From an optimization exercise on the open Yosys and OpenROAD flow, aimed at small area and a short achievable clock period; shortcuts taken in it are not production practice.
The RTL was checked by simulation tests, not by an equivalence proof against the original design.

==> exp/maple: inputs <==
==> flow/design.v (excerpt) <==
module arm_dp_top (
    input  logic                      clk,
    input  logic                      reset,
    input  logic                      instr_valid,
    input  logic [32-1:0]   instr,
    output logic                      wb_valid,
    output logic [4-1:0] wb_addr,
    output logic [32-1:0]   wb_data,
    output logic [3:0]                flags
);
export LEC_CHECK = 0
export ABC_AREA = 1
export CAP_MARGIN = 20
export CORE_MARGIN = 2
export CORE_UTILIZATION = 40
export CTS_CLUSTER_DIAMETER = 100
export CTS_CLUSTER_SIZE = 25
export SETUP_SLACK_MARGIN = 4.5
export SLEW_MARGIN = 20
export TNS_END_PERCENT = 10
create_clock -name core_clock -period 8.0 [get_ports {clk}]
run.sh (not shown) runs the stock make flow with config.mk's settings and CLKGATE_MAP_FILE= SYNTH_SCRIPT=/design/flow/synth_recipe.tcl, a recipe that flattens the netlist after the stock synthesis.
==> inputs of exp/cedar, as changes to exp/maple <==
--- a/flow/design.v
+++ b/flow/design.v
@@ -1,40 +1,36 @@
 `timescale 1ns/1ps
 module barrel_shift (
     input  logic [32-1:0]    value,
     input  logic [1:0]                 sh_type,
+    input  logic [5-1:0] shamt,
     input  logic [5-1:0] rot,
-    input  logic                       inv,
     output logic [32-1:0]    shifted
 );
-    logic        lsl, ror, asr, rz;
-    logic [31:0] u;       
+    logic       lsl, lsr, asr;
+    logic [31:0] t;       
     logic [31:0] keep, fill;
     logic [31:0] s0, s1, s2, s3, s4;
     assign lsl = (sh_type == 2'b00);
+    assign lsr = (sh_type == 2'b01);
     assign asr = (sh_type == 2'b10);
-    assign ror = (sh_type == 2'b11);
-    assign rz  = (rot == 5'd0);
     assign s0 = rot[0] ? {value[0],    value[31:1]}  : value;
     assign s1 = rot[1] ? {s0[1:0],     s0[31:2]}     : s0;
     assign s2 = rot[2] ? {s1[3:0],     s1[31:4]}     : s1;
     assign s3 = rot[3] ? {s2[7:0],     s2[31:8]}     : s2;
     assign s4 = rot[4] ? {s3[15:0],    s3[31:16]}    : s3;
     always_comb begin
+        for (int j = 0; j < 32; j++) t[j] = (shamt > j[4:0]);
         for (int i = 0; i < 32; i++) begin
-            u[i]    = ({1'b0, rot} + 6'(i)) > 6'd31;
-            keep[i] = ror || (lsl ? (u[i] || rz) : !u[i]);
-            fill[i] = asr && u[i];
+            keep[i] = !((lsl && t[i]) || ((lsr || asr) && t[31-i]));
+            fill[i] = asr && t[31-i];
         end
     end
-    always_comb begin
-        for (int i = 0; i < 32; i++)
-            shifted[i] = keep[i] ? s4[i] : (fill[i] ? value[31] : inv);
-    end
+    assign shifted = (s4 & keep) | (fill & {32{value[31]}});
 endmodule
 `timescale 1ns/1ps
 module decode_stage (
     input  logic                       clk,
     input  logic                       reset,
     input  logic                       instr_valid,
     input  logic [32-1:0]    instr,
     input  logic [32-1:0]    rm_val,
@@ -45,20 +41,19 @@
     output logic                       dx_writes,
     output logic                       dx_setf,
     output logic                       dx_arith,
     output logic                       dx_sub,
     output logic [1:0]                 dx_lop,
     output logic [3:0]                 dx_cond,
     output logic [4-1:0]  dx_rd,
     output logic [32-1:0]    dx_b,
-    output logic                       dx_fwd_t,
-    output logic                       dx_fwd_f,
-    output logic                       dx_fill,
+    output logic                       dx_fwd_b,
     output logic [1:0]                 dx_kind,
+    output logic [5-1:0] dx_shamt,
     output logic [5-1:0] dx_rot
 );
     logic [3:0] op;
     logic       known, writes, setf, arith, sub;
     logic [1:0] lop;
     assign op = instr[24:21];
     always_comb begin
         known  = 1'b1;
@@ -98,35 +93,32 @@
         rn1_q     <= instr[19:16];
         rd1_q     <= instr[15:12];
         op2_q     <= instr[11:0];
     end
     assign rn_addr = rn1_q;
     logic [4:0] shamt, rot;
     assign shamt = imm1_q ? 5'd0 : op2_q[11:7];
     assign rot   = (op2_q[6:5] == 2'b00) ? (5'd0 - shamt) : shamt;
-    logic fwd_b;
-    assign fwd_b = ex_writes & (ex_rd == op2_q[3:0]) & !imm1_q;
     always_ff @(posedge clk or posedge reset) begin
         if (reset) dx_valid <= 1'b0;
         else       dx_valid <= v1_q;
     end
     always_ff @(posedge clk) begin
         dx_writes <= writes1_q;
         dx_setf   <= setf1_q;
         dx_arith  <= arith1_q;
         dx_sub    <= sub1_q;
         dx_lop    <= lop1_q;
         dx_cond   <= cond1_q;
         dx_rd     <= rd1_q;
-        dx_b      <= fwd_b ? '0 : (imm1_q ? {{(32-8){1'b0}}, op2_q[7:0]} : rm_val) ^ {32{sub1_q}};
-        dx_fwd_t  <= fwd_b & !sub1_q;
-        dx_fwd_f  <= fwd_b & sub1_q;
-        dx_fill   <= sub1_q & (op2_q[6:5] != 2'b10);
+        dx_b      <= imm1_q ? {{(32-8){1'b0}}, op2_q[7:0]} : rm_val;
+        dx_fwd_b  <= ex_writes & (ex_rd == op2_q[3:0]) & !imm1_q;
         dx_kind   <= op2_q[6:5];
+        dx_shamt  <= shamt;
         dx_rot    <= rot;
     end
 endmodule
 `timescale 1ns/1ps
 module execute_stage (
     input  logic                       clk,
     input  logic                       reset,
     input  logic                       dx_valid,
@@ -134,62 +126,59 @@
     input  logic                       dx_setf,
     input  logic                       dx_arith,
     input  logic                       dx_sub,
     input  logic [1:0]                 dx_lop,
     input  logic [3:0]                 dx_cond,
     input  logic [4-1:0]  dx_rd,
     input  logic [32-1:0]    rn_val,
     input  logic [32-1:0]    dx_b,
-    input  logic                       dx_fwd_t,
-    input  logic                       dx_fwd_f,
-    input  logic                       dx_fill,
+    input  logic                       dx_fwd_b,
     input  logic [1:0]                 dx_kind,
+    input  logic [5-1:0] dx_shamt,
     input  logic [5-1:0] dx_rot,
     input  logic [32-1:0]    wr_data,
     output logic                       ex_writes,
     output logic [4-1:0]  ex_rd,
     output logic                       res_valid,
     output logic [4-1:0]  res_addr,
     output logic [32-1:0]    res_data,
     output logic [3:0]                 flags
 );
-    logic [31:0] op_a, op_b_reg, bx, logic_res, result;
+    logic [31:0] op_a, op_b_reg, op_b, bx, logic_res, result;
     logic [33:0] sum;
-    logic        pass, c_f, v_f;
+    logic        pass, z_arith, z_logic, n_f, z_f, c_f, v_f;
+    logic [31:0] zt;
     assign op_a     = rn_val;
-    assign op_b_reg = dx_b | ({32{dx_fwd_t}} & wr_data) | ({32{dx_fwd_f}} & ~wr_data);
+    assign op_b_reg = dx_fwd_b ? wr_data : dx_b;
     barrel_shift barrel_shift_i (
         .value   (op_b_reg),
         .sh_type (dx_kind),
-        .inv     (dx_fill),
+        .shamt   (dx_shamt),
         .rot     (dx_rot),
-        .shifted (bx)
+        .shifted (op_b)
     );
+    assign bx  = op_b ^ {32{dx_sub}};
     assign sum = {1'b0, op_a, 1'b1} + {1'b0, bx, dx_sub};
     always_comb begin
         case (dx_lop)
-            2'b00: logic_res = op_a & bx;
-            2'b01: logic_res = op_a ^ bx;
-            2'b10: logic_res = op_a | bx;
-            default: logic_res = bx;
+            2'b00: logic_res = op_a & op_b;
+            2'b01: logic_res = op_a ^ op_b;
+            2'b10: logic_res = op_a | op_b;
+            default: logic_res = op_b;
         endcase
     end
     assign result = dx_arith ? sum[32:1] : logic_res;
-    assign c_f = sum[33];
-    assign v_f = (op_a[31] == bx[31]) && (sum[32] != op_a[31]);
-    logic [31:0] zt;
-    logic        z_arith, z_logic, z_f;
     assign zt      = {op_a[30:0] | bx[30:0], dx_sub};
     assign z_arith = ((op_a ^ bx) == zt);
     assign z_logic = (logic_res == 32'd0);
-    assign z_f     = dx_arith ? z_arith : z_logic;
-    logic n_wb, n_q, z_q, c_q, v_q, n_cur;
-    assign n_cur   = n_wb ? wr_data[31] : n_q;
-    assign flags   = {n_cur, z_q, c_q, v_q};
+    assign n_f = result[31];
+    assign z_f = dx_arith ? z_arith : z_logic;
+    assign c_f = dx_arith ? sum[33] : flags[1];
+    assign v_f = dx_arith ? ((op_a[31] == bx[31]) && (sum[32] != op_a[31])) : flags[0];
     always_comb begin
         case (dx_cond)
             4'b0000: pass = flags[2];
             4'b0001: pass = !flags[2];
             4'b0010: pass = flags[1];
             4'b0011: pass = !flags[1];
             4'b0100: pass = flags[3];
             4'b0101: pass = !flags[3];
@@ -201,30 +190,19 @@
             4'b1011: pass = (flags[3] != flags[0]);
             4'b1100: pass = !flags[2] && (flags[3] == flags[0]);
             4'b1101: pass = flags[2] || (flags[3] != flags[0]);
             default: pass = 1'b1;
         endcase
     end
     always_ff @(posedge clk or posedge reset) begin
         if (reset) begin
-            n_wb  <= 1'b0;
-            n_q   <= 1'b0;
-            z_q   <= 1'b0;
-            c_q   <= 1'b0;
-            v_q   <= 1'b0;
-        end else begin
-            n_wb  <= dx_valid && pass && dx_setf;
-            n_q   <= n_cur;
-            if (dx_valid && pass && dx_setf)
-                z_q <= z_f;
-            if (dx_valid && pass && dx_setf && dx_arith) begin
-                c_q <= c_f;
-                v_q <= v_f;
-            end
+            flags <= '0;
+        end else if (dx_valid && pass && dx_setf) begin
+            flags <= {n_f, z_f, c_f, v_f};
         end
     end
     assign res_valid = dx_valid && pass && dx_writes;
     assign res_addr  = dx_rd;
     assign res_data  = result;
     assign ex_writes = res_valid;
     assign ex_rd     = dx_rd;
 endmodule
@@ -313,41 +291,41 @@
     output logic [3:0]                flags
 );
     logic [32-1:0]   rn_val, rm_val;
     logic                       dx_valid, dx_writes, dx_setf, dx_arith, dx_sub;
     logic [1:0]                 dx_lop;
     logic [3:0]                 dx_cond;
     logic [4-1:0]  dx_rd;
     logic [32-1:0]    dx_b;
-    logic                       dx_fwd_t, dx_fwd_f, dx_fill;
+    logic                       dx_fwd_b;
     logic [4-1:0]  rn_addr;
     logic [1:0]                 dx_kind;
-    logic [5-1:0] dx_rot;
+    logic [5-1:0] dx_shamt, dx_rot;
     logic                       ex_writes;
     logic [4-1:0]  ex_rd;
     logic                       res_valid;
     logic [4-1:0]  res_addr;
     logic [32-1:0]    res_data;
     decode_stage decode_stage_i (
         .clk(clk), .reset(reset),
         .instr_valid(instr_valid), .instr(instr),
         .rm_val(rm_val), .rn_addr(rn_addr),
         .ex_writes(ex_writes), .ex_rd(ex_rd),
         .dx_valid(dx_valid), .dx_writes(dx_writes), .dx_setf(dx_setf),
         .dx_arith(dx_arith), .dx_sub(dx_sub), .dx_lop(dx_lop), .dx_cond(dx_cond),
-        .dx_rd(dx_rd), .dx_b(dx_b), .dx_fwd_t(dx_fwd_t), .dx_fwd_f(dx_fwd_f), .dx_fill(dx_fill),
-        .dx_kind(dx_kind), .dx_rot(dx_rot)
+        .dx_rd(dx_rd), .dx_b(dx_b), .dx_fwd_b(dx_fwd_b),
+        .dx_kind(dx_kind), .dx_shamt(dx_shamt), .dx_rot(dx_rot)
     );
     execute_stage execute_stage_i (
         .clk(clk), .reset(reset),
         .dx_valid(dx_valid), .dx_writes(dx_writes), .dx_setf(dx_setf),
         .dx_arith(dx_arith), .dx_sub(dx_sub), .dx_lop(dx_lop), .dx_cond(dx_cond),
-        .dx_rd(dx_rd), .rn_val(rn_val), .dx_b(dx_b), .dx_fwd_t(dx_fwd_t), .dx_fwd_f(dx_fwd_f), .dx_fill(dx_fill),
-        .dx_kind(dx_kind), .dx_rot(dx_rot),
+        .dx_rd(dx_rd), .rn_val(rn_val), .dx_b(dx_b), .dx_fwd_b(dx_fwd_b),
+        .dx_kind(dx_kind), .dx_shamt(dx_shamt), .dx_rot(dx_rot),
         .wr_data(wb_data),
         .ex_writes(ex_writes), .ex_rd(ex_rd),
         .res_valid(res_valid), .res_addr(res_addr), .res_data(res_data),
         .flags(flags)
     );
     result_stage result_stage_i (
         .clk(clk), .reset(reset),
         .res_valid(res_valid), .res_addr(res_addr), .res_data(res_data),
==> flow/config.mk (replaced) <==
export PLATFORM = sky130hd
export DESIGN_NAME = arm_dp_top
export DESIGN_NICKNAME = arm_dp_top
export VERILOG_FILES = /design/flow/design.v
export SDC_FILE = /design/flow/constraint.sdc
export NUM_CORES = 4
export LEC_CHECK = 0
export CAP_MARGIN = 20
export CORE_MARGIN = 2
export CORE_UTILIZATION = 40
export SETUP_SLACK_MARGIN = 4.0
export SLEW_MARGIN = 20
==> flow_summary.toml <==
[global_routing]
grt_usage_pct = 30.8

[floorplan]
core-area_sq_um = 88400
die_height_um = 303

[critical_path]
worstReg2RegEnd = "result_stage_i.wr_data[28]"
r2r_start = "decode_stage_i.dx_fwd_b"

[route]
first_iter_violations = 5026
wl_met1_mm = 52.1
via_per_inst = 6.84

[final_layout]
nFillCells = 7745
multi_input_area_share_pct = 38.0

[run_status]
status = "finished clean"

[pwr]
power_density_nw_per_um2 = 218
Source of the figures above: exp/cedar

==> flow_summary.toml <==
[run_status]
status = "finished clean"

[critical_path]
worstReg2RegEnd = "result_stage_i.wr_data[22]"
r2r_start = "decode_stage_i.dx_fwd_f"

[final_layout]
multi_input_area_share_pct = 37.1
nFillCells = 8388

[route]
first_iter_violations = 4162

[floorplan]
die_height_um = 304
core-area_sq_um = 88600

[global_routing]
grt_usage_pct = 29.9

[pwr]
power_density_nw_per_um2 = 186
Source of the figures above: exp/maple

[what the ideal ports hide]
The flow's constraints put no driver on any port. The routed layouts listed below were extracted and timed again, unchanged, in two steps. Step 1 sets driving cells, clkbuf_16 on the clock port and buf_2 on the other inputs (assumed; they add their load-dependent delay and slew). Step 2 also shifts input and output timing later by t, the mid clock arrival at the registers, as if the neighbouring blocks saw the same clock. Three values: no drivers, after step 1, after step 2; two values: the first two.
run	t, ns	setup WS [ns]	hold WS [ns]
exp/maple	0.661	3.978 / 3.978 / 3.978	0.311 / 0.311 / 0.311
exp/cedar	0.696	2.744 / 2.744 / 2.744	0.284 / 0.284 / 0.284
After both steps setup and hold are still met in every run listed.
